What follows belongs to an exercise in optimizing a design on an open flow for small area, a short achievable clock period and few clock cycles per item; a production flow would make more cautious choices.
In this exercise RTL edits were held to simulation tests only and were not proved equivalent to the original.
Power and IR drop assume default switching activity.

==> design/flow/design.v <==
package mpat_pkg;
  localparam int ZERO_W   = 12;
  localparam int GAIN_W   = 16;
  localparam int DEG_W    = 9;
  localparam int THR_W    = 12;
  localparam int STAGE_W  = 4;
  localparam int OUT_W    = 12;
  localparam int ANGLE_W  = 22;
  localparam int FRAC_W   = 8;
  localparam int APB_DATA_W = 32;
  localparam int APB_ADDR_W = 5;
  localparam int REG_IDX_W  = 3;
  localparam logic [REG_IDX_W-1:0] REG_ZERO_CODE      = 3'd0;
  localparam logic [REG_IDX_W-1:0] REG_GAIN_Q16       = 3'd1;
  localparam logic [REG_IDX_W-1:0] REG_STAGE_DEGREES  = 3'd2;
  localparam logic [REG_IDX_W-1:0] REG_ANGLE_OFFSET   = 3'd3;
  localparam logic [REG_IDX_W-1:0] REG_JUMP_THRESHOLD = 3'd4;
  localparam logic [REG_IDX_W-1:0] REG_MAX_STAGE      = 3'd5;
  localparam logic [ZERO_W-1:0]  RST_ZERO_CODE      = 12'd427;
  localparam logic [GAIN_W-1:0]  RST_GAIN_Q16       = 16'd2376;
  localparam logic [DEG_W-1:0]   RST_STAGE_DEGREES  = 9'd120;
  localparam logic [DEG_W-1:0]   RST_ANGLE_OFFSET   = 9'd55;
  localparam logic [THR_W-1:0]   RST_JUMP_THRESHOLD = 12'd2200;
  localparam logic [STAGE_W-1:0] RST_MAX_STAGE      = 4'd4;
  typedef struct packed {
    logic [ZERO_W-1:0]  zero_code;
    logic [GAIN_W-1:0]  gain_q16;
    logic [DEG_W-1:0]   stage_degrees;
    logic [DEG_W-1:0]   angle_offset;
    logic [THR_W-1:0]   jump_threshold;
    logic [STAGE_W-1:0] max_stage;
  } cfg_t;
endpackage
module multiturn_polar_angle_tracker #(
  parameter int SAMPLES_PER_AVERAGE = 5,
  parameter int SAMPLE_BITS         = 12
) (
  input  logic                                  clk,
  input  logic                                  rst,
  input  logic                                  psel,
  input  logic                                  penable,
  input  logic                                  pwrite,
  input  logic [mpat_pkg::APB_ADDR_W-1:0]       paddr,
  input  logic [mpat_pkg::APB_DATA_W-1:0]       pwdata,
  output logic [mpat_pkg::APB_DATA_W-1:0]       prdata,
  output logic                                  pready,
  input  logic [SAMPLE_BITS-1:0]                sample,
  input  logic                                  sample_valid,
  output logic                                  sample_stall,
  output logic signed [mpat_pkg::ANGLE_W-1:0]   angle_q8,
  output logic [mpat_pkg::STAGE_W-1:0]          stage,
  output logic [mpat_pkg::OUT_W-1:0]            average,
  output logic [mpat_pkg::OUT_W-1:0]            max_seen,
  output logic [mpat_pkg::OUT_W-1:0]            min_seen,
  output logic                                  result_valid,
  input  logic                                  result_stall
);
  logic [11:0] r_zero;
  logic [15:0] r_gain;
  logic [8:0]  r_deg;
  logic [8:0]  r_off;
  logic [11:0] r_thr;
  logic [3:0]  r_max;
  logic [2:0]  idx;
  logic        wr;
  assign idx    = paddr[4:2];
  assign wr     = psel && penable && pwrite;
  assign pready = 1'b1;
  always_ff @(posedge clk) begin
    if (rst) begin
      r_zero <= mpat_pkg::RST_ZERO_CODE;
      r_gain <= mpat_pkg::RST_GAIN_Q16;
      r_deg  <= mpat_pkg::RST_STAGE_DEGREES;
      r_off  <= mpat_pkg::RST_ANGLE_OFFSET;
      r_thr  <= mpat_pkg::RST_JUMP_THRESHOLD;
      r_max  <= mpat_pkg::RST_MAX_STAGE;
    end else if (wr) begin
      case (idx)
        3'd0:    r_zero <= pwdata[11:0];
        3'd1:    r_gain <= pwdata[15:0];
        3'd2:    r_deg  <= pwdata[8:0];
        3'd3:    r_off  <= pwdata[8:0];
        3'd4:    r_thr  <= pwdata[11:0];
        3'd5:    r_max  <= pwdata[3:0];
        default: ;
      endcase
    end
  end
  always_comb begin
    case (idx)
      3'd0:    prdata = {20'd0, r_zero};
      3'd1:    prdata = {16'd0, r_gain};
      3'd2:    prdata = {23'd0, r_deg};
      3'd3:    prdata = {23'd0, r_off};
      3'd4:    prdata = {20'd0, r_thr};
      3'd5:    prdata = {28'd0, r_max};
      default: prdata = '0;
    endcase
  end
  logic [13:0] acc;
  logic [2:0]  cnt;
  logic        take;
  logic        last;
  logic [14:0] acc_sum;
  assign take    = sample_valid && !sample_stall;
  assign last    = (cnt == 3'd4);
  assign acc_sum = {1'b0, acc} + {3'b0, sample};
  always_ff @(posedge clk) begin
    if (rst) begin
      acc <= '0;
      cnt <= '0;
    end else if (take) begin
      if (last) begin
        acc <= '0;
        cnt <= '0;
      end else begin
        acc <= acc_sum[13:0];
        cnt <= cnt + 3'd1;
      end
    end
  end
  logic [14:0] sq;
  logic        s_full;
  logic        s_half;
  logic        s_mean;
  logic        d_done;
  logic        t_done;
  logic [11:0] mean;
  function automatic logic [3:0] d5step(input logic [2:0] r, input logic b);
    logic       q;
    logic [2:0] n;
    q    = r[2] | (r[1] & (r[0] | b));
    n[0] = r[2] ? ~b : (r[1] ? (r[0] & ~b) : b);
    n[1] = r[2] ? ~b : (r[1] ? (r[0] & b) : r[0]);
    n[2] = r[2] ? b : (r[1] & ~r[0] & ~b);
    d5step = {q, n};
  endfunction
  logic [14:0] div_a;
  logic [14:0] div_b;
  always_comb begin
    logic [2:0] r;
    logic [3:0] o;
    logic [4:0] qa;
    logic [6:0] qb;
    r  = {1'b0, sq[14:13]};
    qa = '0;
    for (int i = 12; i >= 7; i--) begin
      o = d5step(r, sq[i]);
      if (i <= 11) qa[i - 7] = o[3];
      r = o[2:0];
    end
    div_a = {r, qa, sq[6:0]};
    r  = sq[14:12];
    qb = '0;
    for (int i = 6; i >= 0; i--) begin
      o = d5step(r, sq[i]);
      qb[i] = o[3];
      r = o[2:0];
    end
    div_b = {3'b0, sq[11:7], qb};
  end
  assign mean = sq[11:0];
  logic [11:0] avg_q;
  logic [3:0]  stg_q;
  logic [11:0] max_q;
  logic [11:0] min_q;
  logic        rv_q;
  logic        out_busy;
  logic        acc_res;
  logic        do_trk;
  logic        do_load;
  assign acc_res  = rv_q && !result_stall;
  logic [13:0] up_s;
  logic [13:0] up_c;
  logic [13:0] dn_s;
  logic [13:0] dn_c;
  logic [13:0] up_y;
  logic [13:0] dn_y;
  logic        up;
  logic        down;
  logic [12:0] gt_y;
  logic [12:0] lt_y;
  logic        new_max;
  logic        new_min;
  logic [3:0]  stg_next;
  always_comb begin
    logic [13:0] p;
    logic [13:0] m;
    logic [13:0] np;
    logic [13:0] nm;
    logic [13:0] nt;
    p  = {2'b0, avg_q};
    m  = {2'b0, mean};
    np = ~p;
    nm = ~m;
    nt = ~{2'b0, r_thr};
    for (int i = 0; i < 14; i++) begin
      up_s[i] = p[i] ^ nm[i] ^ nt[i];
      dn_s[i] = m[i] ^ np[i] ^ nt[i];
    end
    up_c[0] = 1'b1;
    dn_c[0] = 1'b1;
    for (int i = 1; i < 14; i++) begin
      up_c[i] = (p[i-1] & nm[i-1]) | (p[i-1] & nt[i-1]) | (nm[i-1] & nt[i-1]);
      dn_c[i] = (m[i-1] & np[i-1]) | (m[i-1] & nt[i-1]) | (np[i-1] & nt[i-1]);
    end
  end
  assign up_y    = up_s + up_c;
  assign dn_y    = dn_s + dn_c;
  assign up      = !up_y[13];
  assign down    = !dn_y[13];
  assign gt_y    = {1'b0, mean} + {1'b0, ~max_q};
  assign lt_y    = {1'b0, min_q} + {1'b0, ~mean};
  assign new_max = gt_y[12];
  assign new_min = lt_y[12];
  always_comb begin
    logic [3:0] inc_v;
    logic [3:0] dec_v;
    logic [3:0] keep_v;
    inc_v  = ({1'b0, stg_q} + 5'd1 > {1'b0, r_max}) ? 4'd0 : stg_q + 4'd1;
    dec_v  = (stg_q == 4'd0 || stg_q - 4'd1 > r_max) ? 4'd0 : stg_q - 4'd1;
    keep_v = (stg_q > r_max) ? 4'd0 : stg_q;
    if (up) begin
      stg_next = inc_v;
    end else if (down) begin
      stg_next = dec_v;
    end else begin
      stg_next = keep_v;
    end
  end
  logic signed [16:0] a_q;
  logic [13:0]        d_q;
  logic [7:0]         l_q;
  logic [1:0]         m_cnt;
  logic               m_busy;
  logic               m_idle;
  logic [12:0]        dval;
  logic [6:0]         dneg;
  logic [16:0]        a_init;
  assign dval = {1'b0, mean} - {1'b0, r_zero};
  always_comb begin
    logic [15:0] dx;
    dx = {dval[12], dval[12], dval, 1'b0};
    for (int j = 0; j < 7; j++) begin
      dneg[j] = dx[2*j+2] & ~(dx[2*j+1] & dx[2*j]);
    end
    a_init     = '0;
    a_init[0]  = dneg[0];
    a_init[2]  = dneg[1];
    a_init[4]  = dneg[2];
    a_init[6]  = dneg[3];
    a_init[7]  = 1'b1;
    a_init[8]  = dneg[4];
    a_init[10] = dneg[5];
    a_init[12] = dneg[6];
  end
  assign m_idle  = !m_busy && (!rv_q || acc_res);
  assign do_load = s_full && s_mean && !d_done && m_idle;
  logic [3:0] fl_stg;
  logic       fl_max;
  logic       fl_min;
  logic       fl_ok;
  always_ff @(posedge clk) begin
    fl_stg <= stg_next;
    fl_max <= new_max;
    fl_min <= new_min;
  end
  assign do_trk  = s_full && s_mean && fl_ok && !t_done && !out_busy;
  logic trk_d;
  logic m_go;
  assign m_go = (m_cnt != 2'd3) || (out_busy && !trk_d);
  logic [20:0] row0;
  logic [20:0] row1;
  logic [20:0] cs_s;
  logic [20:0] cs_c;
  logic [20:0] tsum;
  logic [13:0] d_next;
  logic [5:0]  enc_q;
  logic        last_q;
  always_comb begin
    if (do_load) begin
      d_next = {dval, 1'b0};
    end else if (m_busy && m_go) begin
      d_next = {{4{d_q[13]}}, d_q[13:4]};
    end else begin
      d_next = d_q;
    end
  end
  function automatic logic [2:0] booth_enc(input logic [2:0] b);
    booth_enc = {b[1] ^ b[0],
                 (b[2] & ~b[1] & ~b[0]) | (~b[2] & b[1] & b[0]),
                 b[2] & ~(b[1] & b[0])};
  endfunction
  always_ff @(posedge clk) begin
    enc_q  <= {booth_enc(d_next[4:2]), booth_enc(d_next[2:0])};
    last_q <= do_load ? 1'b0 : ((m_busy && m_go) ? (m_cnt == 2'd2) : (m_cnt == 2'd3));
  end
  always_comb begin
    logic [17:0] g1;
    logic [17:0] g2;
    logic [20:0] xs;
    logic [20:0] a;
    g1 = {2'b0, r_gain};
    g2 = {1'b0, r_gain, 1'b0};
    for (int i = 0; i < 18; i++) begin
      row0[i]     = ((enc_q[2] & g1[i]) | (enc_q[1] & g2[i])) ^ enc_q[0];
      row1[i + 2] = ((enc_q[5] & g1[i]) | (enc_q[4] & g2[i])) ^ enc_q[3];
    end
    row0[20:18] = {3{enc_q[0]}};
    row1[1:0]   = 2'b00;
    row1[20]    = enc_q[3];
    xs   = {{3{x_q[13]}}, x_q, 4'b0};
    row1 = row1 | (last_q ? xs : 21'd0);
    a = 21'(a_q);
    for (int i = 0; i < 21; i++) begin
      cs_s[i] = a[i] ^ row0[i] ^ row1[i];
    end
    cs_c[0] = 1'b0;
    for (int i = 1; i < 21; i++) begin
      cs_c[i] = (a[i-1] & row0[i-1]) | (a[i-1] & row1[i-1]) | (row0[i-1] & row1[i-1]);
    end
  end
  assign tsum = cs_s + cs_c;
  logic [13:0] x_q;
  logic [13:0] x_next;
  always_comb begin
    logic [13:0] r [5];
    logic [13:0] s1;
    logic [13:0] c1;
    logic [13:0] s2;
    logic [13:0] c2;
    logic [13:0] s3;
    logic [13:0] c3;
    for (int j = 0; j < 4; j++) begin
      r[j] = stg_q[j] ? (14'(r_deg) << j) : 14'd0;
    end
    r[4] = ~{5'b0, r_off};
    for (int i = 0; i < 14; i++) begin
      s1[i] = r[4][i] ^ r[0][i] ^ r[1][i];
    end
    c1[0] = 1'b1;
    for (int i = 1; i < 14; i++) begin
      c1[i] = (r[4][i-1] & r[0][i-1]) | (r[4][i-1] & r[1][i-1]) | (r[0][i-1] & r[1][i-1]);
    end
    for (int i = 0; i < 14; i++) begin
      s2[i] = s1[i] ^ c1[i] ^ r[2][i];
    end
    c2[0] = 1'b0;
    for (int i = 1; i < 14; i++) begin
      c2[i] = (s1[i-1] & c1[i-1]) | (s1[i-1] & r[2][i-1]) | (c1[i-1] & r[2][i-1]);
    end
    for (int i = 0; i < 14; i++) begin
      s3[i] = s2[i] ^ c2[i] ^ r[3][i];
    end
    c3[0] = 1'b0;
    for (int i = 1; i < 14; i++) begin
      c3[i] = (s2[i-1] & c2[i-1]) | (s2[i-1] & r[3][i-1]) | (c2[i-1] & r[3][i-1]);
    end
    x_next = s3 + c3;
  end
  always_ff @(posedge clk) begin
    x_q <= x_next;
  end
  logic [2:0] cnt_next;
  logic       s_full_next;
  always_comb begin
    cnt_next = cnt;
    if (take) cnt_next = last ? 3'd0 : cnt + 3'd1;
    s_full_next = s_full;
    if (s_full && (d_done || do_load) && (t_done || do_trk)) s_full_next = 1'b0;
    if (take && last) s_full_next = 1'b1;
  end
  always_ff @(posedge clk) begin
    if (rst) begin
      s_full       <= 1'b0;
      s_half       <= 1'b0;
      s_mean       <= 1'b0;
      d_done       <= 1'b0;
      t_done       <= 1'b0;
      sample_stall <= 1'b0;
      m_busy       <= 1'b0;
      m_cnt        <= '0;
      trk_d        <= 1'b0;
      fl_ok        <= 1'b0;
      rv_q         <= 1'b0;
      out_busy     <= 1'b0;
      avg_q        <= '0;
      stg_q        <= '0;
      max_q        <= '0;
      min_q        <= '1;
    end else begin
      s_full       <= s_full_next;
      sample_stall <= (cnt_next == 3'd4) && s_full_next;
      if (take && last) begin
        s_half <= 1'b0;
        s_mean <= 1'b0;
        d_done <= 1'b0;
        t_done <= 1'b0;
      end else begin
        if (s_full) s_half <= 1'b1;
        if (s_full && s_half) s_mean <= 1'b1;
        if (do_load) d_done <= 1'b1;
        if (do_trk) t_done <= 1'b1;
      end
      if (do_load) begin
        m_busy <= 1'b1;
        m_cnt  <= '0;
      end else if (m_busy && m_go) begin
        m_cnt <= m_cnt + 2'd1;
        if (m_cnt == 2'd3) begin
          m_busy <= 1'b0;
        end
      end
      trk_d <= do_trk;
      fl_ok <= s_full && s_mean && !do_trk;
      if (m_busy && m_go && m_cnt == 2'd3) rv_q <= 1'b1;
      else if (acc_res) rv_q <= 1'b0;
      if (do_trk) out_busy <= 1'b1;
      else if (acc_res) out_busy <= 1'b0;
      if (do_trk) begin
        avg_q <= mean;
        stg_q <= fl_stg;
        if (fl_max) max_q <= mean;
        if (fl_min) min_q <= mean;
      end
    end
  end
  always_ff @(posedge clk) begin
    if (take && last) begin
      sq <= acc_sum;
    end else if (s_full && !s_half) begin
      sq <= div_a;
    end else if (s_full && !s_mean) begin
      sq <= div_b;
    end
    d_q <= d_next;
    if (do_load) begin
      a_q <= a_init;
    end else if (m_busy && m_go) begin
      a_q <= tsum[20:4];
      l_q <= {tsum[3:0], l_q[7:4]};
    end
  end
  assign angle_q8     = (!a_q[14] && a_q[13]) ? 22'h1fffff : {a_q[13:0], l_q};
  assign stage        = stg_q;
  assign average      = avg_q;
  assign max_seen     = max_q;
  assign min_seen     = min_q;
  assign result_valid = rv_q;
endmodule
==> design/flow/flow/run.sh <==
#!/bin/bash
# Layout flow: the standard ORFS flow (standard.sh's make call) with these
# changes: synthesis maps with an area-oriented ABC script (flow/area.abc)
# instead of ORFS's speed script; ports are buffered with buf_N cells given
# below; and the cells listed in EXTRA_DONT_USE are kept out of the netlist
# (added to the platform's don't-use list). Register mapping, flattening,
# renaming, floorplan, power grid, placement, CTS and routing are unchanged.
set -euo pipefail
here=$(pwd)
EXTRA_DONT_USE="sky130_fd_sc_hd__a222oi_1"
PORT_BUFFER="sky130_fd_sc_hd__buf_1"
# synthesis body: ORFS synth.tcl with the abc script argument replaced
sed 's#^source \$::env(SCRIPTS_DIR)/synth_preamble.tcl#source $::env(SCRIPTS_DIR)/synth_preamble.tcl\nset abc_args [lreplace $abc_args 1 1 $::env(MY_ABC_SCRIPT)]#' \
  "$FLOW_HOME/scripts/synth.tcl" > "$here/my_synth_body.tcl"
grep -q 'MY_ABC_SCRIPT' "$here/my_synth_body.tcl"
# The standard flow's synthesis wrapper, sourcing that body instead of ORFS's synth.tcl
sed "s#source \$::env(SCRIPTS_DIR)/synth.tcl#source $here/my_synth_body.tcl#" \
  "$here/synth_recipe.tcl" > "$here/my_synth.tcl"
grep -q 'my_synth_body.tcl' "$here/my_synth.tcl"
# the platform's don't-use list plus the extra cells
du=$(DONT_USE_CELLS="$EXTRA_DONT_USE" make -s -C "$FLOW_HOME" DESIGN_CONFIG="$here/config.mk" \
  WORK_HOME="$here/orfs" print-DONT_USE_CELLS 2> "$here/dont_use.log" | sed -n 's/^DONT_USE_CELLS: //p')
echo "$du" >> "$here/dont_use.log"
for c in $EXTRA_DONT_USE; do grep -q "$c" <<< "$du"; done
grep -q 'probe_p_8' <<< "$du"
# standard.sh with the synthesis script swapped and the don't-use list given
sed "s#SYNTH_SCRIPT=[^ ]*#SYNTH_SCRIPT=$here/my_synth.tcl ADDER_MAP_FILE= DONT_USE_CELLS=\"$du\"#" \
  "$here/standard.sh" > "$here/my_standard.sh"
grep -q 'my_synth.tcl' "$here/my_standard.sh"
export BUFFER_PORTS_ARGS="-buffer_cell $PORT_BUFFER"
export MY_ABC_SCRIPT="$here/flow/area.abc"
bash "$here/my_standard.sh" > "$here/flow.log" 2>&1
==> design/flow/flow/area.abc <==
&get -n
&st
&dch
&nf
&put
==> design/flow/standard.sh <==
#!/bin/bash
# synth_recipe.tcl (not shown) runs the flow's synth.tcl, then flattens the netlist and writes it again
# the make line also repeats each setting of config.mk as NAME=value (left out here)
make -C /OpenROAD-flow-scripts/flow DESIGN_CONFIG=/design/flow/config.mk WORK_HOME=/design/flow/orfs CLKGATE_MAP_FILE= SYNTH_SCRIPT=/design/flow/synth_recipe.tcl "${@:-finish}"
==> design/flow/config.mk <==
export PLATFORM = sky130hd
export DESIGN_NAME = multiturn_polar_angle_tracker
export DESIGN_NICKNAME = multiturn_polar_angle_tracker
export VERILOG_FILES = /design/flow/design.v
export SDC_FILE = /design/flow/constraint.sdc
export NUM_CORES = 4
export LEC_CHECK = 0
export CAP_MARGIN = 20
export CORE_MARGIN = 2
export CORE_UTILIZATION = 40
export CTS_CLUSTER_DIAMETER = 120
export CTS_CLUSTER_SIZE = 24
export SETUP_SLACK_MARGIN = 3.0
export SLEW_MARGIN = 20
==> design/flow/constraint.sdc <==
create_clock -name core_clock -period 7.0 [get_ports {clk}]
set_input_delay 1.4000 -clock core_clock [delete_from_list [all_inputs] [get_ports {clk}]]
set_output_delay 1.4000 -clock core_clock [all_outputs]
set_load 0.01 [all_outputs]
==> impl_metrics.ini, run 1 <==
[placed_design]
port_buffers = 117
hpwl_mm = 30.4
place_congestion = 0.864
post-place-cells = 2320
preCtsSetupSlack_ns = 2.56

[sta]
setup_slack_ns = 3.07
fin_crit_ns = 3.93
rsz0062_at_grt = no
setup_viol = 0
slew_headroom_pct = 32.9
fin_worst_skew_ns = 0.0236
fin_tns_setup_ns = 0
min_period_over_period_pct = 56.2
finalHoldViolations = 0
slew_violations = 0
max_freq_mhz = 254
worst_pin_slew_ns = 1.01

[floorplanning]
die_area_um2 = 37200
chipHeight_um = 193
start_util_pct = 40.4
io_pins = 153
std_cell_rows = 69
die_x_um = 193
core_um2 = 35300

[finish]
layout-drive-gt1-share_pct = 2.40
mostFrequentLayoutCell = nor2_1
nets = 1930
stdcell_count = 2340
areaGrowthSynthToFinish_pct = 10.3
final_cell_mix = 225 x nor2_1, 218 x nand2_1, 166 x dfxtp_1, 114 x xnor2_1, 113 x buf_1

[detailed_routing]
wl_per_cell_um = 17.5
drt-total-wl_mm = 41.0
first_pass_iters = 5
post-route-drc-count = 0
first_iter_violations = 771
viasPerCell = 5.60
postRouteAntennaNets = 0
vias = 13100

[global_routing]
grt_usage_pct = 21.9
grt_pass1_wl_mm = 65.0
grt.overflow.total = 0
antenna_found_initial = 1
grt_max_degree = 75
grt_pass1_vias = 12400

[cts]
clock_sinks = 213
numCtsBuffers = 12
cts_root_buf = clkbuf_16
cts.clk_slew.worst_paths_ns = 0.10
clk-insertion-delay-late_ns = 0.50
htreeDepth = 1
clk_path_buf_depth = 3
cts_tree = built
cts_hold_buf = 0

[critical_path]
cp-start-kind = input pin
slowest_stage = a22oi_1
critPathCaptureType = output port
arrival_ns = 2.53
critPathMaxFanout = 18
cp.required_ns = 5.60
timing.rr.start = sq[6]$_DFFE_PP_
timing.reg2reg.setup_slack_ns = 3.21
cp_cell_sequence = clkbuf_2 > nor3b_2 > buf_6 > a22oi_1 > nand3_1 > buf_1
slowest_delay_ns = 0.35
r2r_cells = 11
cp-startpoint = paddr[2]
crit_type = input pin to output port
r2r_end = sq[0]$_DFFE_PP_

[hold_path]
hold_start = l_q[4]$_DFFE_PP_
holdPathStages = 0
timing.hold.worst_endpoint = l_q[0]$_DFFE_PP_
hp-class = flip-flop to flip-flop

[logic_synthesis]
yosysWarnings = 2
synth.largest_area_cell = dfxtp_1
syn_inst = 1735
syn_avg_cell_area_um2 = 8.22
ys_seq_area_share_pct = 32.6
synth.distinct_cells = 62
synthArstFlopShare_pct = 0
syn_area_um2 = 14300
synth_flop_cell = dfxtp_1
ys_ff_latch = 213
synth-edff-count = 39
synth.top_cell.area_share_pct = 24.4
synth.area.top_cells = dfxtp_1 24%, edfxtp_1 8.2%, xnor2_1 7.0%, nor2_1 5.9%, nand2_1 5.7%

[status]
status = complete, no violations

[pwr]
leakagePower_nw = 5.87
powerDensity_nw_per_um2 = 243
ir_worst_vdd_v = 0.000167

[flow_run]
maxCapViolations = 0
-- synthesized netlist by cell type, types with 3 or more instances --
master and n:
xor3_1 8, xnor2_1 114, dfxtp_1 174, nor2_1 226, a22o_1 7, o31ai_1 18
nor2b_1 29, or3_1 10, o31a_1 18, nand4_1 4, nand2_1 218, a2111oi_0 4
nand3b_1 3, or2_0 8, mux2i_1 7, o21a_1 20, xnor3_1 27, o221ai_1 4
a221oi_1 5, o21bai_1 3, a22oi_1 67, nor3_1 61, a211o_1 5, nor4_1 10
nor3b_1 11, a21o_1 10, nand3_1 26, o211ai_1 16, o32ai_1 3, a31oi_1 11
xor2_1 54, mux2_1 7, and3_1 9, buf_4 17, nand2b_1 54, a21boi_0 9
a21oi_1 104, edfxtp_1 39, and2_0 32, maj3_1 45, o21ai_0 95, clkinv_1 50
o22ai_1 21, a211oi_1 44
-- per-layer routing --
layer | up-vias | wire length (µm) | GRT usage, %
met3 | 51 | 2270 | 3.00
li1 | 6526 | - | -
met2 | 313 | 19500 | 38.0
met1 | 6225 | 18400 | 28.5
met4 | 0 | 858 | 5.49
met5 | - | 0 | 0
-- worst max-delay path, delay by kind of cell --
family                 cells  cell delay, ns
AOI/OAI and AO/OA          1            0.35
buffers and inverters      3            0.46
and+or+nand+nor            2            0.32
-- power by group --
part | switching (mW) | leakage, nW | total, mW | internal, mW
registers | 0.115 | 1.78 | 1.42 | 1.31
logic | 0.933 | 3.91 | 1.61 | 0.674
clock network | 0.433 | 0.172 | 0.788 | 0.355
-- final cells by class --
class / instances / area (µm²)
multi-input cells: 1470 / 9410
repair buffers: 127 / 538
fillers: 3552 / 19600
inverters: 50 / 189
diodes: 1 / 2.50
well taps: 461 / 577
clock buffers: 18 / 354
flip-flops and latches: 213 / 4670
-- how the worst max path moves through the flow --
| stage | to | slack (ns) |
|---|---|---|
| CTS | sq[14]$_DFFE_PP_ | 3.01 |
| global placement | prdata[11] | 2.56 |
| global route | prdata[8] | 3.01 |
| finish | prdata[3] | 3.07 |
| detailed placement | prdata[3] | 2.56 |
| floorplan | prdata[0] | 3.01 |
-- cell families (layout without fill, tap and decap cells) --
kind of cell | count (synthesis) | in the layout | synth area share, %
AND/OR/NAND/NOR | 710 | 710 | 22.9
AO/OA/AOI/OAI | 481 | 481 | 22.1
flip-flops | 213 | 213 | 32.6
XOR/XNOR | 203 | 203 | 15.9
buffers and inverters | 67 | 195 | 2.21
adder cells (fa/ha/maj) | 45 | 45 | 3.16
multiplexers | 14 | 14 | 1.04
other | 2 | 18 | 0.0526
-- sequential cells by signal, indices dropped and copies added, names as in the netlist, 4 cells and up --
signal / flops
r_max: 4
d_q: 14
sq: 15
enc_q: 6
fl_stg: 4
acc: 14
r_deg: 9
r_zero: 12
x_q: 14
r_thr: 12
min_q: 12
max_q: 12
a_q: 17
stg_q: 4
r_off: 9
avg_q: 12
l_q: 8
r_gain: 16
-- metrics by stage --
| step | util [%] | power, mW | hold WS [ns] | cell area, µm² |
|---|---|---|---|---|
| after detailed placement | 43.4 | 3.03 | 0.437 | 15300 |
| final | 44.6 | 3.82 | 0.456 | 15700 |
| after global placement | 43.4 | 3.02 | 0.429 | 15300 |
| after floorplan | - | 2.67 | 0.417 | 14300 |
| after global routing | 44.6 | 4.07 | 0.474 | 15700 |
| after CTS | 44.5 | 3.82 | 0.462 | 15700 |
-- timing repair --
action | in CTS | in global routing
buffers inserted | 1 | 0
setup endpoints to repair | 18 | 26
resized for setup | 9 | 12
pin swaps | 0 | 0
Testbench counts, summed over its fixed seeds: cycles 16,064, items 3,200.
==> run 2, diff against run 1 <==
--- a/design/flow/config.mk
+++ b/design/flow/config.mk
@@ -10,5 +10,5 @@
 export CORE_UTILIZATION = 40
 export CTS_CLUSTER_DIAMETER = 120
 export CTS_CLUSTER_SIZE = 24
-export SETUP_SLACK_MARGIN = 3.0
+export SETUP_SLACK_MARGIN = 3.15
 export SLEW_MARGIN = 20
==> run 2 against run 1 <==
Against the previous run:
- synthesized area unchanged
- register-to-register slack better by 0.07 ns
- setup slack better by 0.11 ns
- critical path depth unchanged
- first-iteration DRC count up 23%
- largest power group unchanged
- final area up 2.1%
- highest routed layer unchanged
- via count up 0.47%
- still clean on timing, DRC and antenna
- clock power up 7.4%
- clock-buffer cell count unchanged
- sequential share of layout area down 0.54 points
- sequential power about the same
- power up 2.1%
==> impl_metrics.ini, run 2 <==
[finish]
seqCellArea_um2 = 4680
areaGrowthSynthToFinish_pct = 12.6
largest_register = a_q
stdcell_count = 2354
nets = 1941
top_regs = a_q x17, r_gain x16, sq x15
mostFrequentLayoutCell = nor2_1
fill_cells = 3488
finish.utilization_pct = 45.5
layout-drive-gt1-share_pct = 4.60
final_cell_mix = 225 x nor2_1, 218 x nand2_1, 166 x dfxtp_1, 113 x xnor2_1, 103 x a21oi_1
largest_register_ffs = 17
multi_input_area_um2 = 9540

[logic_synthesis]
synth.top_cell.area_share_pct = 24.4
synth.distinct_cells = 62
synth_commonest_cells = 226 x nor2_1, 218 x nand2_1, 174 x dfxtp_1
syn_avg_cell_area_um2 = 8.22
ys_ff_latch = 213
synth_most_common_cell = nor2_1
synthArstFlopShare_pct = 0
yosysWarnings = 2
synth-edff-count = 39
ys_seq_area_share_pct = 32.6
synth_flop_cell = dfxtp_1
syn_area_um2 = 14300
syn_inst = 1735
synth.largest_area_cell = dfxtp_1
synth.area.top_cells = dfxtp_1 24%, edfxtp_1 8.2%, xnor2_1 7.0%, nor2_1 5.9%, nand2_1 5.7%

[sta]
worst_pin_slew_ns = 1.03
fin_crit_ns = 3.83
slew_violations = 0
min_period_over_period_pct = 54.6
setup_viol = 0
max_freq_mhz = 261
fin_tns_setup_ns = 0
finalHoldViolations = 0
rsz0062_at_grt = yes
slew_headroom_pct = 31.2
fin_worst_skew_ns = 0.0176

[floorplanning]
die_x_um = 193
start_util_pct = 40.4
chipHeight_um = 193
std_cell_rows = 69
core_um2 = 35300
io_pins = 153
die_area_um2 = 37200

[global_routing]
grt.overflow.total = 0
grt_usage_pct = 22.0
grt_pass1_wl_mm = 65.3
grt_pass1_vias = 12400
antenna_found_initial = 2
grt_max_degree = 71

[detailed_routing]
viasPerCell = 5.60
first_pass_iters = 5
vias = 13200
post-route-drc-count = 0
first_iter_violations = 946
postRouteAntennaNets = 0
wl_per_cell_um = 17.6
drt-total-wl_mm = 41.4

[critical_path]
cp-startpoint = paddr[3]
timing.reg2reg.setup_slack_ns = 3.28
critPathCaptureType = output port
arrival_ns = 2.43
cp-start-kind = input pin
crit_type = input pin to output port
critPathMaxFanout = 7
cp.required_ns = 5.60
timing.rr.start = sq[3]$_DFFE_PP_

[hold_path]
hp-class = flip-flop to flip-flop
hold_start = l_q[5]$_DFFE_PP_

[placed_design]
port_buffers = 117
hpwl_mm = 30.5
post-place-cells = 2319
place_congestion = 0.864

[pwr]
leakagePower_nw = 6.02
powerDensity_nw_per_um2 = 243
ir_worst_vdd_v = 0.000185

[cts]
cts_tree = built
clk_path_buf_depth = 3
numCtsBuffers = 13
cts.clk_slew.worst_paths_ns = 0.08
clk-insertion-delay-late_ns = 0.49
htreeDepth = 1
clock_sinks = 213
cts_root_buf = clkbuf_16

[status]
status = complete, no violations

[flow_run]
maxCapViolations = 0
-- run 2: cell counts after synthesis --
Identical to the previous run, type by type.
-- run 2: area by class of cell --
cell class | instances | area share [%]
diodes | 2 | 0.0312
clock buffers | 18 | 2.14
clock inverters | 3 | 0.389
inverters | 50 | 1.22
multi-input cells | 1470 | 59.4
flip-flops and latches | 213 | 29.1
well taps | 461 | 3.59
repair buffers | 137 | 4.15
-- run 2: final timing paths --
check,cells after the start,endpoint
max,6,prdata[6]
min,0,l_q[1]$_DFFE_PP_
max reg2reg,11,fl_stg[3]$_DFF_P_
min reg2reg,0,l_q[1]$_DFFE_PP_
-- run 2: stage by stage --
step / hold slack (ns) / power, mW / cell area, µm² / setup WS (ns)
final: 0.456 / 3.90 / 16100 / 3.17
after floorplan: 0.417 / 2.67 / 14400 / 3.16
after CTS: 0.460 / 3.90 / 15900 / 3.09
after global placement: 0.427 / 3.02 / 15300 / 2.48
after global routing: 0.471 / 4.15 / 16100 / 3.08
after detailed placement: 0.439 / 3.04 / 15300 / 2.49
-- run 2: worst max-delay path: stages --
cell     delay (ns)
buf_6          0.12
nor3b_4        0.30
buf_6          0.19
a22oi_1        0.12
nand3_1        0.13
buf_1          0.16
-- run 2: per-layer routing --
metal  part of all wire [%]  up-vias  track usage (%)
met3                    5.2       69             3.16
met4                    3.0        0             6.58
met1                     45     6267             28.4
li1                       -     6547                -
met2                     47      294             37.9
met5                      0        -                0
-- run 2: logic make-up after synthesis --
family	Yosys count	share of synthesized area, %
xor gates and xnor gates	203	15.9
DFF	213	32.6
adders and majority gates	45	3.16
muxes	14	1.04
AOI/OAI and AO/OA	481	22.1
other	2	0.0526
and+or+nand+nor	710	22.9
buffers and inverters	67	2.21
-- run 2: power breakdown --
group | internal [mW] | total [mW] | switching [mW]
Combinational | 0.683 | 1.63 | 0.944
Clock | 0.394 | 0.846 | 0.452
Sequential | 1.31 | 1.42 | 0.116
Total | 2.39 | 3.90 | 1.51
-- run 2: timing repair --
action	CTS	global route
buffers inserted	4	6
endpoints found under the setup margin	27	56
cloned	0	2
hold buffers	0	0
resized for setup	25	54
pin swaps	3	6
==> run 3, diff against run 2 <==
--- a/design/flow/config.mk
+++ b/design/flow/config.mk
@@ -10,5 +10,6 @@
 export CORE_UTILIZATION = 40
 export CTS_CLUSTER_DIAMETER = 120
 export CTS_CLUSTER_SIZE = 24
+export PLACE_DENSITY = 0.8
 export SETUP_SLACK_MARGIN = 3.15
 export SLEW_MARGIN = 20
==> run 3 against run 2 <==
Against the previous run:
- still clean on timing, DRC and antenna
- routed wire length is 2.5% lower
- clock power is 9.0% lower
- critical path depth stayed put
- register-to-register slack better by 0.06 ns
- sequential share of layout area is 0.22 points higher
- largest cell class unchanged
- highest routed layer unchanged
==> impl_metrics.ini, run 3 <==
[sta]
whs_ns = 0.451
finalHoldViolations = 0
min_period_over_period_pct = 55.1
worst_pin_slew_ns = 1.10
rsz0062_at_grt = yes
fin_tns_setup_ns = 0
setup_viol = 0
fin_crit_ns = 3.86
slew_violations = 0
max_freq_mhz = 259
slew_headroom_pct = 26.4
fin_worst_skew_ns = 0.0219

[pwr]
pwr-share-clk_pct = 20.2
p_total_mw = 3.80
switchingPower_mw = 1.46
ir_worst_vdd_v = 0.000194
leakagePower_nw = 5.96
powerDensity_nw_per_um2 = 239
p_int_mw = 2.34
switching_share_pct = 38.4
seq_power_share_pct = 37.0
combPwrFrac_pct = 42.7

[critical_path]
crit_end = prdata[7]
timing.rr.start = m_cnt[0]$_SDFFE_PP0P_
cp-startpoint = paddr[3]
critPathCaptureType = output port
cp-start-kind = input pin
r2r_end = a_q[7]$_SDFFE_PP1P_
slowest_delay_ns = 0.23
crit_type = input pin to output port
timing.reg2reg.setup_slack_ns = 3.34
cp.required_ns = 5.60
slowest_stage = a22oi_2
r2r_cells = 8
arrival_ns = 2.46
cp_cell_sequence = clkbuf_4 > nor3b_4 > buf_4 > a22oi_2 > nand3_1 > buf_1
critPathMaxFanout = 6

[logic_synthesis]
synth_compound_area_share_pct = 22.1
synthArstFlopShare_pct = 0
synth.top_cell.area_share_pct = 24.4
synth.area.top_cells = dfxtp_1 24%, edfxtp_1 8.2%, xnor2_1 7.0%, nor2_1 5.9%, nand2_1 5.7%
ys_ff_latch = 213
syn_inst = 1735
synth_mux_area_share_pct = 1.04
synth_top_family_by_area = simple AND/OR/NAND/NOR gates
synth_fa_ha_area_share_pct = 3.16
synthSimpleGateAreaFrac_pct = 22.9
ys_seq_area_share_pct = 32.6
synth_flop_cell = dfxtp_1
synth.distinct_cells = 62
synthXorXnorAreaFrac_pct = 15.9
synth.largest_area_cell = dfxtp_1
syn_avg_cell_area_um2 = 8.22
synth_most_common_cell = nor2_1
yosysWarnings = 2
synth_commonest_cells = 226 x nor2_1, 218 x nand2_1, 174 x dfxtp_1
syn_area_um2 = 14300
synth-edff-count = 39

[cts]
cts_root_buf = clkbuf_16
clk_path_buf_depth = 3
numCtsBuffers = 12
cts_hold_buf = 0
cts_tree = built
htreeDepth = 1
clk-insertion-delay-late_ns = 0.49
cts.clk_slew.worst_paths_ns = 0.09
clock_sinks = 213

[finish]
layout-drive-gt1-share_pct = 3.76
final_cell_mix = 225 x nor2_1, 218 x nand2_1, 167 x dfxtp_1, 114 x xnor2_1, 104 x buf_1
antenna_cells = 0
mostFrequentLayoutCell = nor2_1
nets = 1937
fill_cells = 3409
largest_register = a_q
top_regs = a_q x17, r_gain x16, sq x15
largest_register_ffs = 17
areaGrowthSynthToFinish_pct = 11.5

[detailed_routing]
wl_met1_mm = 16.6
viasPerCell = 5.71
vias = 13400
first_pass_iters = 6
first_iter_violations = 1102
post-route-drc-count = 0
wl_met2_mm = 19.5
met3_length_mm = 3.02
drt-total-wl_mm = 40.4
highest_layer = met4
postRouteAntennaNets = 0
wl_per_cell_um = 17.2

[placed_design]
hpwl_mm = 30.5
port_buffers = 117
place_congestion = 0.888

[status]
status = complete, no violations

[global_routing]
grt_pass1_vias = 12800
grt_max_degree = 96
antenna_found_initial = 0
grt_pass1_wl_mm = 63.9
grt.overflow.total = 0
grt_usage_pct = 21.3

[hold_path]
hp-class = flip-flop to flip-flop
holdPathStages = 0

[floorplanning]
std_cell_rows = 69
start_util_pct = 40.4
die_x_um = 193
chipHeight_um = 193
die_area_um2 = 37200
core_um2 = 35300
io_pins = 153

[flow_run]
maxCapViolations = 0
run 3: cell counts after synthesis:
No cell type changed its count.
run 3: what timing repair did:
| item | CTS | global route |
|---|---|---|
| setup endpoints to repair | 25 | 30 |
| pin swaps | 2 | 6 |
| setup buffers | 5 | 5 |
| cloned | 0 | 1 |
| resized for setup | 21 | 31 |
run 3: area by class of cell:
type / instances / area, µm² / area share (%)
multi-input combinational: 1470 / 9480 / 59.6
sequential: 213 / 4670 / 29.3
timing repair buffer: 134 / 636 / 3.99
tap: 461 / 577 / 3.62
clock buffer: 19 / 358 / 2.25
inverter: 50 / 195 / 1.23
run 3: worst min-delay path by stage:
stage	startpoint	slack [ns]	end
after CTS	l_q[4]$_DFFE_PP_	0.45	l_q[0]$_DFFE_PP_
after detailed placement	l_q[4]$_DFFE_PP_	0.43	l_q[0]$_DFFE_PP_
after floorplan	l_q[4]$_DFFE_PP_	0.42	l_q[0]$_DFFE_PP_
after global routing	l_q[6]$_DFFE_PP_	0.47	l_q[2]$_DFFE_PP_
final	l_q[4]$_DFFE_PP_	0.45	l_q[0]$_DFFE_PP_
after global placement	l_q[4]$_DFFE_PP_	0.43	l_q[0]$_DFFE_PP_
run 3: cells by family (layout without fill, tap and decap cells):
kind of cell,count (synthesis),count (layout)
xor gates and xnor gates,203,203
AOI/OAI and AO/OA,481,481
DFF,213,213
buffers and inverters,67,203
muxes,14,14
adders and majority gates,45,45
other,2,17
and+or+nand+nor,710,710
run 3: worst max-delay path: cells and delay by family:
family	cells	cell delay, ns
compound gates	1	0.23
buf+inv	3	0.49
simple gates	2	0.34
run 3: metal layers:
metal | global-route usage, % | vias up
met5 | 0 | -
met4 | 7.46 | 0
met3 | 4.15 | 78
met2 | 37.7 | 474
met1 | 25.5 | 6317
li1 | - | 6538
run 3: power groups by stage:
stage	clock, mW	sequential (mW)	combinational, mW
finish	0.770	1.41	1.63
global route	0.829	1.42	1.82
CTS	0.788	1.41	1.61
detailed placement	0	1.43	1.58
global placement	0	1.43	1.55
floorplan	0	1.41	1.26
run 3: stage by stage:
stage / cells / setup WS, ns / utilization [%] / area, µm²
detailed placement: 2317 / 2.34 / 43.3 / 15300
floorplan: 1750 / 3.16 / - / 14400
global route: 2347 / 3.10 / 45.1 / 15900
global placement: 2317 / 2.37 / 43.3 / 15300
finish: 2347 / 3.14 / 45.1 / 15900
CTS: 2341 / 3.13 / 44.7 / 15800
==> run 4, diff against run 3 <==
--- a/design/flow/flow/run.sh
+++ b/design/flow/flow/run.sh
@@ -24,7 +24,7 @@
 for c in $EXTRA_DONT_USE; do grep -q "$c" <<< "$du"; done
 grep -q 'probe_p_8' <<< "$du"
 # standard.sh with the synthesis script swapped and the don't-use list given
-sed "s#SYNTH_SCRIPT=[^ ]*#SYNTH_SCRIPT=$here/my_synth.tcl ADDER_MAP_FILE= DONT_USE_CELLS=\"$du\"#" \
+sed "s#SYNTH_SCRIPT=[^ ]*#SYNTH_SCRIPT=$here/my_synth.tcl DONT_USE_CELLS=\"$du\"#" \
   "$here/standard.sh" > "$here/my_standard.sh"
 grep -q 'my_synth.tcl' "$here/my_standard.sh"
 export BUFFER_PORTS_ARGS="-buffer_cell $PORT_BUFFER"
--- a/design/flow/config.mk
+++ b/design/flow/config.mk
@@ -10,6 +10,5 @@
 export CORE_UTILIZATION = 40
 export CTS_CLUSTER_DIAMETER = 120
 export CTS_CLUSTER_SIZE = 24
-export PLACE_DENSITY = 0.8
-export SETUP_SLACK_MARGIN = 3.15
+export SETUP_SLACK_MARGIN = 2.7
 export SLEW_MARGIN = 20
==> run 4 against run 3 <==
Against the previous run:
- highest routed layer unchanged
- hold slack got worse by 0.0038 ns
- clock-buffer cell count fell by 2
- via count decreased by 11%
- critical endpoint is now prdata[0]
- still clean
==> impl_metrics.ini, run 4 <==
[global_routing]
grt_pass1_vias = 11300
antenna_found_initial = 1
grt.overflow.total = 0
grt_pass1_wl_mm = 60.5
grt_max_degree = 68
grt_usage_pct = 20.8

[pwr]
leakagePower_nw = 6.08
powerDensity_nw_per_um2 = 214
p_total_mw = 3.34
ir_worst_vdd_v = 0.000165

[cts]
cts_hold_buf = 0
cts.clk_slew.worst_paths_ns = 0.09
clk-insertion-delay-late_ns = 0.48
clk_path_buf_depth = 3
cts_tree = built
htreeDepth = 1
cts_root_buf = clkbuf_16
numCtsBuffers = 13
clock_sinks = 213

[floorplanning]
die_area_um2 = 36700
start_util_pct = 40.7
core_um2 = 34500
die_x_um = 191
io_pins = 153
std_cell_rows = 68
chipHeight_um = 191

[detailed_routing]
highest_layer = met4
vias = 11900
viasPerCell = 5.40
wl_met2_mm = 17.4
met3_length_mm = 2.17
post-route-drc-count = 0
first_iter_violations = 834
drt-total-wl_mm = 38.0
postRouteAntennaNets = 0
first_pass_iters = 5
wl_met1_mm = 17.6
wl_per_cell_um = 17.3

[critical_path]
slowest_delay_ns = 0.64
crit_type = input pin to output port
arrival_ns = 2.78
crit_top_cell = buf_1
cp_cell_sequence = buf_1 > nor3b_2 > a22oi_1 > nand3_1 > buf_1
cp.required_ns = 5.60
critPathCaptureType = output port
cp-start-kind = input pin
critPathMaxFanout = 11
slowest_stage = nor3b_2

[placed_design]
hpwl_mm = 28.8
port_buffers = 117
place_congestion = 0.877
preCtsSetupSlack_ns = 2.42
post-place-cells = 2170
placed_area_um2 = 15100

[finish]
mostFrequentLayoutCell = nand2_1
final_cell_mix = 204 x nand2_1, 166 x dfxtp_1, 149 x nor2_1, 131 x a21oi_1, 124 x ha_1
nets = 1987
antenna_cells = 0
stdcell_count = 2198
largest_register = a_q
layout-drive-gt1-share_pct = 2.75
largest_register_ffs = 17
fill_cells = 3460
areaGrowthSynthToFinish_pct = 10.9
top_regs = a_q x17, r_gain x16, sq x15
final_area_um2 = 15600

[sta]
fin_crit_ns = 4.18
setup_viol = 0
worst_pin_slew_ns = 0.934
setup_slack_ns = 2.82
fin_worst_skew_ns = 0.0188
rsz0062_at_grt = yes
slew_headroom_pct = 37.7
slew_violations = 0
max_freq_mhz = 239
fin_tns_setup_ns = 0
finalHoldViolations = 0
min_period_over_period_pct = 59.8

[logic_synthesis]
ys_ff_latch = 213
synth.top_cell.area_share_pct = 24.8
synth-edff-count = 39
synth_most_common_cell = nand2_1
synth_commonest_cells = 204 x nand2_1, 174 x dfxtp_1, 149 x nor2_1
syn_inst = 1589
synth.largest_area_cell = dfxtp_1
synth.area.top_cells = dfxtp_1 25%, ha_1 11%, fa_1 10%, edfxtp_1 8.3%, nand2_1 5.4%
syn_avg_cell_area_um2 = 8.85
synth_flop_cell = dfxtp_1
ys_seq_area_share_pct = 33.1
yosysWarnings = 2
synth.distinct_cells = 59
synthArstFlopShare_pct = 0
syn_area_um2 = 14100

[hold_path]
hp-class = flip-flop to flip-flop

[status]
status = complete, no violations

[flow_run]
maxCapViolations = 0
run 4: layout make-up:
class / count / area [µm²] / share of cell area (%)
multi-input combinational: 1259 / 8930 / 57.3
sequential: 213 / 4670 / 29.9
timing repair buffer: 135 / 591 / 3.79
tap: 455 / 569 / 3.65
inverter: 115 / 432 / 2.77
clock buffer: 17 / 340 / 2.18
clock inverter: 4 / 62.6 / 0.401
run 4: worst max-delay path, delay by kind of cell:
family | cells | cell delay (ns)
simple gates | 2 | 0.79
buf+inv | 2 | 0.39
compound gates | 1 | 0.20
run 4: kinds of logic after synthesis:
kind of cell	Yosys count	synth area share, %
and+or+nand+nor	522	16.5
AOI/OAI and AO/OA	447	20.4
DFF	213	33.1
adders and majority gates	194	21.0
buffers and inverters	132	3.98
xor gates and xnor gates	76	4.73
muxes	3	0.222
other	2	0.0534
run 4: timing repair:
action,4_1_cts,5_1_grt
hold endpoints to repair,0,0
resized for setup,3,9
setup endpoints to repair,11,11
setup buffers,2,5
run 4: layer usage:
layer | vias up | track usage, %
li1 | 5902 | -
met1 | 5620 | 28.4
met2 | 299 | 34.3
met3 | 47 | 3.14
met4 | 0 | 5.09
met5 | - | 0
run 4: final timing paths:
check,startpoint,to,slack [ns],cells past startpoint
hold / removal,l_q[6]$_DFFE_PP_,l_q[2]$_DFFE_PP_,0.45,0
hold reg to reg,l_q[6]$_DFFE_PP_,l_q[2]$_DFFE_PP_,0.45,0
setup / recovery,paddr[3],prdata[0],2.82,5
setup reg to reg,enc_q[4]$_DFF_P_,a_q[12]$_DFFE_PP_,3.01,15
run 4: metrics by stage:
stage	utilization (%)	hold WS, ns
after global routing	45.2	0.477
after global placement	43.7	0.426
after floorplan	-	0.417
after detailed placement	43.7	0.427
final	45.2	0.447
after CTS	45.0	0.450
run 4: power by group:
group	internal [mW]	total, mW	switching, mW
clock	0.392	0.837	0.444
combinational	0.475	1.12	0.640
sequential	1.30	1.38	0.0862
==> run 5, diff against run 4 <==
--- a/design/flow/config.mk
+++ b/design/flow/config.mk
@@ -8,7 +8,8 @@
 export CAP_MARGIN = 20
 export CORE_MARGIN = 2
 export CORE_UTILIZATION = 40
-export CTS_CLUSTER_DIAMETER = 120
-export CTS_CLUSTER_SIZE = 24
-export SETUP_SLACK_MARGIN = 2.7
+export CTS_BUF_LIST = sky130_fd_sc_hd__clkbuf_8
+export CTS_CLUSTER_DIAMETER = 100
+export CTS_CLUSTER_SIZE = 14
+export SETUP_SLACK_MARGIN = 3.0
 export SLEW_MARGIN = 20
==> run 5 against run 4 <==
Against the previous run:
- first-iteration DRC count is 4.1% higher
- highest routed layer unchanged
- sequential power about the same
- die area unchanged
- power shrank 2.7%
- final cell count rose by 0.96%
- critical path depth grew 1
- largest power group unchanged
- synthesized cell count did not move
- critical endpoint is now prdata[2]
==> impl_metrics.ini, run 5 <==
[status]
status = complete, no violations

[cts]
numCtsBuffers = 19
cts_hold_buf = 0
cts_tree = built
clk_path_buf_depth = 3
cts_root_buf = clkbuf_8
htreeDepth = 1
clock_sinks = 213
clk-insertion-delay-late_ns = 0.55
cts.clk_slew.worst_paths_ns = 0.10

[floorplanning]
chipHeight_um = 191
core_um2 = 34500
start_util_pct = 40.7
std_cell_rows = 68
die_area_um2 = 36700
io_pins = 153
die_x_um = 191

[finish]
mostFrequentLayoutCell = nand2_1
largest_register = a_q
top_regs = a_q x17, r_gain x16, sq x15
final_cell_mix = 204 x nand2_1, 157 x dfxtp_1, 148 x nor2_1, 128 x a21oi_1, 124 x ha_1
areaGrowthSynthToFinish_pct = 11.6
nets = 2006
layout-drive-gt1-share_pct = 4.93
antenna_cells = 0
finish.utilization_pct = 45.4
largest_register_ffs = 17
final_area_um2 = 15700

[placed_design]
place_congestion = 0.905
placed_area_um2 = 15100
hpwl_mm = 28.9
port_buffers = 117

[sta]
max_freq_mhz = 255
fin_crit_ns = 3.92
min_period_over_period_pct = 55.9
slew_headroom_pct = 38.1
fin_tns_setup_ns = 0
setup_viol = 0
rsz0062_at_grt = yes
finalHoldViolations = 0
fin_worst_skew_ns = 0.0289
slew_violations = 0
worst_pin_slew_ns = 0.925

[pwr]
ir_worst_vdd_v = 0.000165
p_total_mw = 3.25
leakagePower_nw = 6.16
powerDensity_nw_per_um2 = 207

[logic_synthesis]
yosysWarnings = 2
synth_most_common_cell = nand2_1
synth_compound_area_share_pct = 20.4
synth-edff-count = 39
synthSimpleGateAreaFrac_pct = 16.5
syn_area_um2 = 14100
synthXorXnorAreaFrac_pct = 4.73
synth_mux_area_share_pct = 0.222
synthArstFlopShare_pct = 0
synth_commonest_cells = 204 x nand2_1, 174 x dfxtp_1, 149 x nor2_1
synth.top_cell.area_share_pct = 24.8
synth.largest_area_cell = dfxtp_1
synth.distinct_cells = 59
synth_fa_ha_area_share_pct = 21.0
ys_ff_latch = 213
ys_seq_area_share_pct = 33.1
synth_flop_cell = dfxtp_1
synth.area.top_cells = dfxtp_1 25%, ha_1 11%, fa_1 10%, edfxtp_1 8.3%, nand2_1 5.4%
syn_inst = 1589
synth_top_family_by_area = adder cells
syn_avg_cell_area_um2 = 8.85

[critical_path]
r2r_end = a_q[12]$_DFFE_PP_
timing.reg2reg.setup_slack_ns = 3.13
arrival_ns = 2.52
cp.required_ns = 5.60
critPathMaxFanout = 14
timing.rr.start = r_gain[5]$_SDFFE_PP0P_
cp_cell_sequence = clkbuf_2 > nor3b_1 > buf_4 > a22oi_1 > nand3_1 > buf_1
r2r_cells = 15
slowest_delay_ns = 0.29
critPathCaptureType = output port
crit_type = input pin to output port
slowest_stage = a22oi_1
cp-start-kind = input pin

[global_routing]
grt.overflow.total = 0
grt_max_degree = 81
grt_pass1_wl_mm = 60.3
grt_usage_pct = 20.7
grt_pass1_vias = 11300
antenna_found_initial = 0

[hold_path]
timing.hold.worst_endpoint = l_q[3]$_DFFE_PP_
hold_start = l_q[7]$_DFFE_PP_
holdPathStages = 0
hp-class = flip-flop to flip-flop

[detailed_routing]
vias = 12100
first_iter_violations = 868
postRouteAntennaNets = 0
drt-total-wl_mm = 38.4
post-route-drc-count = 0
viasPerCell = 5.44
wl_per_cell_um = 17.3
first_pass_iters = 8

[flow_run]
maxCapViolations = 0
==> run 5: cell counts after synthesis <==
No cell type changed its count.
==> run 5: where the power goes <==
| part | total [mW] | leakage [nW] | internal [mW] | switching, mW |
|---|---|---|---|---|
| combinational | 1.13 | 4.18 | 0.479 | 0.649 |
| sequential | 1.39 | 1.78 | 1.30 | 0.0874 |
| clock | 0.731 | 0.193 | 0.292 | 0.440 |
| total | 3.25 | 6.16 | 2.07 | 1.18 |
==> run 5: worst max-delay path: cells and delay by family <==
family                 cells  cell delay, ns
AO/OA/AOI/OAI              1            0.29
buffers and inverters      3            0.50
AND/OR/NAND/NOR            2            0.31
==> run 5: what timing repair did <==
item                                   CTS  global route
setup endpoints to repair               26            38
setup buffers                            3            17
endpoints found under the hold margin    0             0
resized for setup                       11            33
==> run 5: area by class of cell <==
class                           instances  area [µm²]
Inverter                              115         435
Clock inverter                         10        72.6
Clock buffer                           19         262
Timing Repair Buffer                  148         691
Fill cell                            3449       18800
Sequential cell                       213        4700
Tap cell                              455         569
Multi-Input combinational cell       1259        8970
==> run 5: metal layers <==
metal / wire, µm / global-route usage (%) / vias to the layer above / share of wire (%)
li1: - / - / 5942 / -
met1: 17500 / 28.5 / 5761 / 46
met2: 17800 / 33.9 / 314 / 46
met3: 2100 / 3.30 / 55 / 5.5
met4: 951 / 5.38 / 0 / 2.5
met5: 0 / 0 / - / 0
==> run 5: how the worst max path moves through the flow <==
stage / slack (ns) / to / from
6_report: 3.08 / prdata[2] / paddr[4]
5_1_grt: 2.92 / a_q[12]$_DFFE_PP_ / r_gain[5]$_SDFFE_PP0P_
4_1_cts: 2.95 / x_q[13]$_DFF_P_ / stg_q[0]$_SDFFE_PP0P_
3_5_place_dp: 2.62 / x_q[13]$_DFF_P_ / stg_q[0]$_SDFFE_PP0P_
3_3_place_gp: 2.36 / prdata[6] / paddr[2]
2_1_floorplan: 3.01 / prdata[1] / paddr[3]
==> run 5: logic make-up after synthesis <==
logic type,count (synthesis)
and+or+nand+nor,522
AOI/OAI and AO/OA,447
DFF,213
adders and majority gates,194
buffers and inverters,132
xor gates and xnor gates,76
muxes,3
other,2
==> run 5: metrics by stage <==
step / setup slack (ns) / std cells / hold slack [ns]
3_5_place_dp: 2.62 / 2170 / 0.440
2_1_floorplan: 3.01 / 1604 / 0.417
5_1_grt: 2.92 / 2219 / 0.460
4_1_cts: 2.95 / 2202 / 0.445
3_3_place_gp: 2.36 / 2170 / 0.425
6_report: 3.08 / 2219 / 0.437
==> run 6, diff against run 5 <==
--- a/design/flow/design.v
+++ b/design/flow/design.v
@@ -235,9 +235,10 @@
   logic               m_busy;
   logic               m_idle;
   logic [12:0]        dval;
+  logic [20:0]        tsum;
   logic [6:0]         dneg;
   logic [16:0]        a_init;
-  assign dval = {1'b0, mean} - {1'b0, r_zero};
+  assign dval = tsum[12:0];
   always_comb begin
     logic [15:0] dx;
     dx = {dval[12], dval[12], dval, 1'b0};
@@ -273,10 +274,11 @@
   logic [20:0] row1;
   logic [20:0] cs_s;
   logic [20:0] cs_c;
-  logic [20:0] tsum;
   logic [13:0] d_next;
   logic [5:0]  enc_q;
   logic        last_q;
+  logic        busy_next;
+  assign busy_next = do_load || (m_busy && !(m_go && m_cnt == 2'd3));
   always_comb begin
     if (do_load) begin
       d_next = {dval, 1'b0};
@@ -292,8 +294,8 @@
                  b[2] & ~(b[1] & b[0])};
   endfunction
   always_ff @(posedge clk) begin
-    enc_q  <= {booth_enc(d_next[4:2]), booth_enc(d_next[2:0])};
-    last_q <= do_load ? 1'b0 : ((m_busy && m_go) ? (m_cnt == 2'd2) : (m_cnt == 2'd3));
+    enc_q  <= busy_next ? {booth_enc(d_next[4:2]), booth_enc(d_next[2:0])} : 6'd0;
+    last_q <= busy_next && (do_load ? 1'b0 : ((m_busy && m_go) ? (m_cnt == 2'd2) : (m_cnt == 2'd3)));
   end
   always_comb begin
     logic [17:0] g1;
@@ -311,11 +313,13 @@
     row1[20]    = enc_q[3];
     xs   = {{3{x_q[13]}}, x_q, 4'b0};
     row1 = row1 | (last_q ? xs : 21'd0);
-    a = 21'(a_q);
+    row0 = row0 | (m_busy ? 21'd0 : {9'b0, mean});
+    row1 = row1 | (m_busy ? 21'd0 : ~{9'b0, r_zero});
+    a = m_busy ? 21'(a_q) : 21'd0;
     for (int i = 0; i < 21; i++) begin
       cs_s[i] = a[i] ^ row0[i] ^ row1[i];
     end
-    cs_c[0] = 1'b0;
+    cs_c[0] = !m_busy;
     for (int i = 1; i < 21; i++) begin
       cs_c[i] = (a[i-1] & row0[i-1]) | (a[i-1] & row1[i-1]) | (row0[i-1] & row1[i-1]);
     end
--- a/design/flow/config.mk
+++ b/design/flow/config.mk
@@ -8,8 +8,7 @@
 export CAP_MARGIN = 20
 export CORE_MARGIN = 2
 export CORE_UTILIZATION = 40
-export CTS_BUF_LIST = sky130_fd_sc_hd__clkbuf_8
-export CTS_CLUSTER_DIAMETER = 100
-export CTS_CLUSTER_SIZE = 14
+export CTS_CLUSTER_DIAMETER = 120
+export CTS_CLUSTER_SIZE = 24
 export SETUP_SLACK_MARGIN = 3.0
 export SLEW_MARGIN = 20
==> run 6 against run 5 <==
Against the previous run:
- still clean
- first-iteration DRC count decreased by 9.4%
- critical path depth stayed put
- critical endpoint is now prdata[1]
- hold slack gained 0.014 ns
- clock skew grew 0.0086 ns
- synthesized cell count is 1.3% lower
- power is 25% lower
- critical path type unchanged
- global-route usage is 0.43 points higher
- highest routed layer unchanged
- utilization grew 0.050 points
- largest power group unchanged
- die area fell by 0.87%
- combinational power is 72% lower
- via count down 1.1%
- largest cell class unchanged
- sequential power decreased by 6%
==> impl_metrics.ini, run 6 <==
[floorplanning]
std_cell_rows = 68
start_util_pct = 40.4
io_pins = 153
die_x_um = 191
chipHeight_um = 191
core_um2 = 34500
die_area_um2 = 36400

[sta]
min_period_over_period_pct = 56.0
max_freq_mhz = 255
fin_crit_ns = 3.92
setup_viol = 0
finalHoldViolations = 0
slew_violations = 0
fin_worst_skew_ns = 0.0376
slew_headroom_pct = 26.3
rsz0062_at_grt = yes
fin_tns_setup_ns = 0
worst_pin_slew_ns = 1.11

[cts]
cts_tree = built
clk_path_buf_depth = 3
cts.clk_slew.worst_paths_ns = 0.10
cts_root_buf = clkbuf_16
clk-insertion-delay-late_ns = 0.50
numCtsBuffers = 13
clock_sinks = 213
htreeDepth = 1

[global_routing]
grt_pass1_vias = 11300
grt.overflow.total = 0
grt_max_degree = 88
grt_pass1_wl_mm = 61.3
grt_usage_pct = 21.2
antenna_found_initial = 3

[critical_path]
cp_cell_sequence = buf_1 > nor3_1 > buf_4 > a22oi_1 > nand3_1 > buf_1
cp-startpoint = paddr[3]
arrival_ns = 2.52
cpLargestDelayFamily = buffers and inverters
slowest_delay_ns = 0.27
slowest_stage = a22oi_1
cp-start-kind = input pin
crit_top_cell = buf_1
cp.required_ns = 5.60
critPathCaptureType = output port
r2r_end = a_q[15]$_SDFFE_PP0P_
timing.reg2reg.setup_slack_ns = 3.15
critPathMaxFanout = 14
r2r_cells = 17
timing.rr.start = enc_q[5]$_SDFF_PN0_
crit_buf_inv = 3
crit_type = input pin to output port
cp_num_cells = 6

[flow_run]
maxCapViolations = 0

[finish]
mostFrequentLayoutCell = nand2_1
areaGrowthSynthToFinish_pct = 12.5
fill_cells = 3429
stdcell_count = 2189
largest_register = a_q
layout-drive-gt1-share_pct = 5.13
largest_register_ffs = 17
nets = 1968
final_cell_mix = 204 x nand2_1, 160 x dfxtp_1, 132 x nor2_1, 120 x a21oi_1, 114 x buf_1
antenna_cells = 0
top_regs = a_q x17, r_gain x16, sq x15

[placed_design]
place_congestion = 0.850
port_buffers = 117
post-place-cells = 2152
hpwl_mm = 29.1

[detailed_routing]
post-route-drc-count = 0
first_iter_violations = 786
first_pass_iters = 5
vias = 11900
wl_per_cell_um = 17.6
viasPerCell = 5.46
drt-total-wl_mm = 38.6
postRouteAntennaNets = 0

[logic_synthesis]
synth_fa_ha_area_share_pct = 20.2
yosysWarnings = 2
synth_compound_area_share_pct = 20.0
synthSimpleGateAreaFrac_pct = 17.1
ys_seq_area_share_pct = 33.4
synth.top_cell.area_share_pct = 25.0
synth_most_common_cell = nand2_1
synth_flop_cell = dfxtp_1
ys_ff_latch = 213
synth.area.top_cells = dfxtp_1 25%, fa_1 10%, ha_1 10%, edfxtp_1 8.4%, nand2_1 5.5%
syn_avg_cell_area_um2 = 8.89
synth_mux_area_share_pct = 0.305
syn_inst = 1568
synthArstFlopShare_pct = 0
synth_commonest_cells = 205 x nand2_1, 174 x dfxtp_1, 133 x nor2_1
synth_top_family_by_area = adder cells
syn_area_um2 = 13900
synth.distinct_cells = 61
synthXorXnorAreaFrac_pct = 5.03
synth-edff-count = 39
synth.largest_area_cell = dfxtp_1

[hold_path]
hold_start = l_q[5]$_DFFE_PP_
timing.hold.worst_endpoint = l_q[1]$_DFFE_PP_
hp-class = flip-flop to flip-flop
holdPathStages = 0

[pwr]
powerDensity_nw_per_um2 = 156
ir_worst_vdd_v = 0.000112
leakagePower_nw = 6.01

[status]
status = complete, no violations
run 6: cell count changes in the layout (fill, tap and decap cells not counted), moves of 13 or more:
| cell | delta |
|---|---|
| a211oi_1 | -19 |
| clkbuf_8 | -18 |
| and2_0 | +16 |
| ha_1 | -13 |
| nor2_1 | -16 |
| a22o_1 | +19 |
| clkbuf_16 | +13 |
run 6: worst max path at each step:
stage	endpoint	slack [ns]
2_1_floorplan	a_q[15]$_SDFFE_PP0P_	3.00
3_3_place_gp	a_q[15]$_SDFFE_PP0P_	2.37
3_5_place_dp	a_q[15]$_SDFFE_PP0P_	2.32
4_1_cts	a_q[15]$_SDFFE_PP0P_	2.95
5_1_grt	a_q[15]$_SDFFE_PP0P_	2.89
6_report	prdata[1]	3.08
run 6: per-layer routing:
metal	global-route usage [%]	vias to the layer above	part of all wire [%]
li1	-	5839	-
met1	29.1	5752	45
met2	34.9	303	47
met5	0	-	0
met3	3.35	50	6.1
met4	4.98	0	2.2
run 6: kinds of logic (layout without fill, tap and decap cells):
family	count (synthesis)	count (layout)
AOI/OAI and AO/OA	433	433
xor gates and xnor gates	80	80
adders and majority gates	183	183
buffers and inverters	125	276
DFF	213	213
muxes	4	4
other	2	17
and+or+nand+nor	528	528
run 6: cell type report:
type | count | area [µm²] | area share [%]
multi-input combinational | 1245 | 8900 | 56.8
timing repair buffer | 149 | 706 | 4.50
clock inverter | 2 | 27.5 | 0.176
tap | 455 | 569 | 3.63
inverter | 108 | 425 | 2.71
sequential | 213 | 4690 | 30.0
clock buffer | 17 | 350 | 2.24
run 6: through the flow:
step | hold WS, ns | total power [mW] | setup slack (ns) | instance area [µm²] | util, %
after global routing | 0.468 | 2.55 | 2.89 | 15700 | 45.5
after CTS | 0.453 | 2.48 | 2.95 | 15500 | 45.0
after floorplan | 0.417 | 1.54 | 3.00 | 14000 | -
after detailed placement | 0.427 | 1.65 | 2.32 | 15000 | 43.5
final | 0.451 | 2.45 | 3.08 | 15700 | 45.5
after global placement | 0.428 | 1.64 | 2.37 | 15000 | 43.5
run 6: where the power goes:
part	internal (mW)	switching [mW]	total, mW
registers	1.28	0.0309	1.31
clock network	0.365	0.456	0.821
logic	0.121	0.198	0.319
run 6: what timing repair did:
item | 4_1_cts | 5_1_grt
pin swaps | 1 | 3
hold buffers | 0 | 0
setup buffers | 12 | 6
resized for setup | 19 | 47
endpoints found under the setup margin | 27 | 21
Testbench counts of run 6, summed over its fixed seeds: cycles 16,064, items 3,200.

==> what the ideal ports hide <==
Ports are ideal in the flow. The routed layouts listed here were re-timed in OpenROAD.
Step 1 sets driving cells, clkbuf_16 on the clock port and buf_2 on the other inputs (assumed; they add their load-dependent delay and slew).
Step 2 times the ports against the registers' clock, not the clock port: input delays grow and output delays shrink by t, the midpoint of the rising clock arrivals with the driver on.
a / b / c = no drivers / after step 1 / after step 2; a / b = the first two.
run	t (ns)	setup slack, ns	worst slew at a driven data input, ns
run 1	0.538	3.068 / 3.044 / 2.670	0.07
run 2	0.532	3.175 / 3.139 / 2.792	0.09
run 3	0.524	3.141 / 3.108 / 2.869	0.08
run 4	0.528	2.817 / 2.794 / 2.794	0.04
run 5	0.587	3.085 / 3.061 / 3.061	0.04
run 6	0.532	3.077 / 3.049 / 2.872	0.04
After both steps setup and hold are still met in every run listed. The setup slack of run 1, which loses most, moves by -0.024 ns with the drivers and by -0.398 ns with both steps.
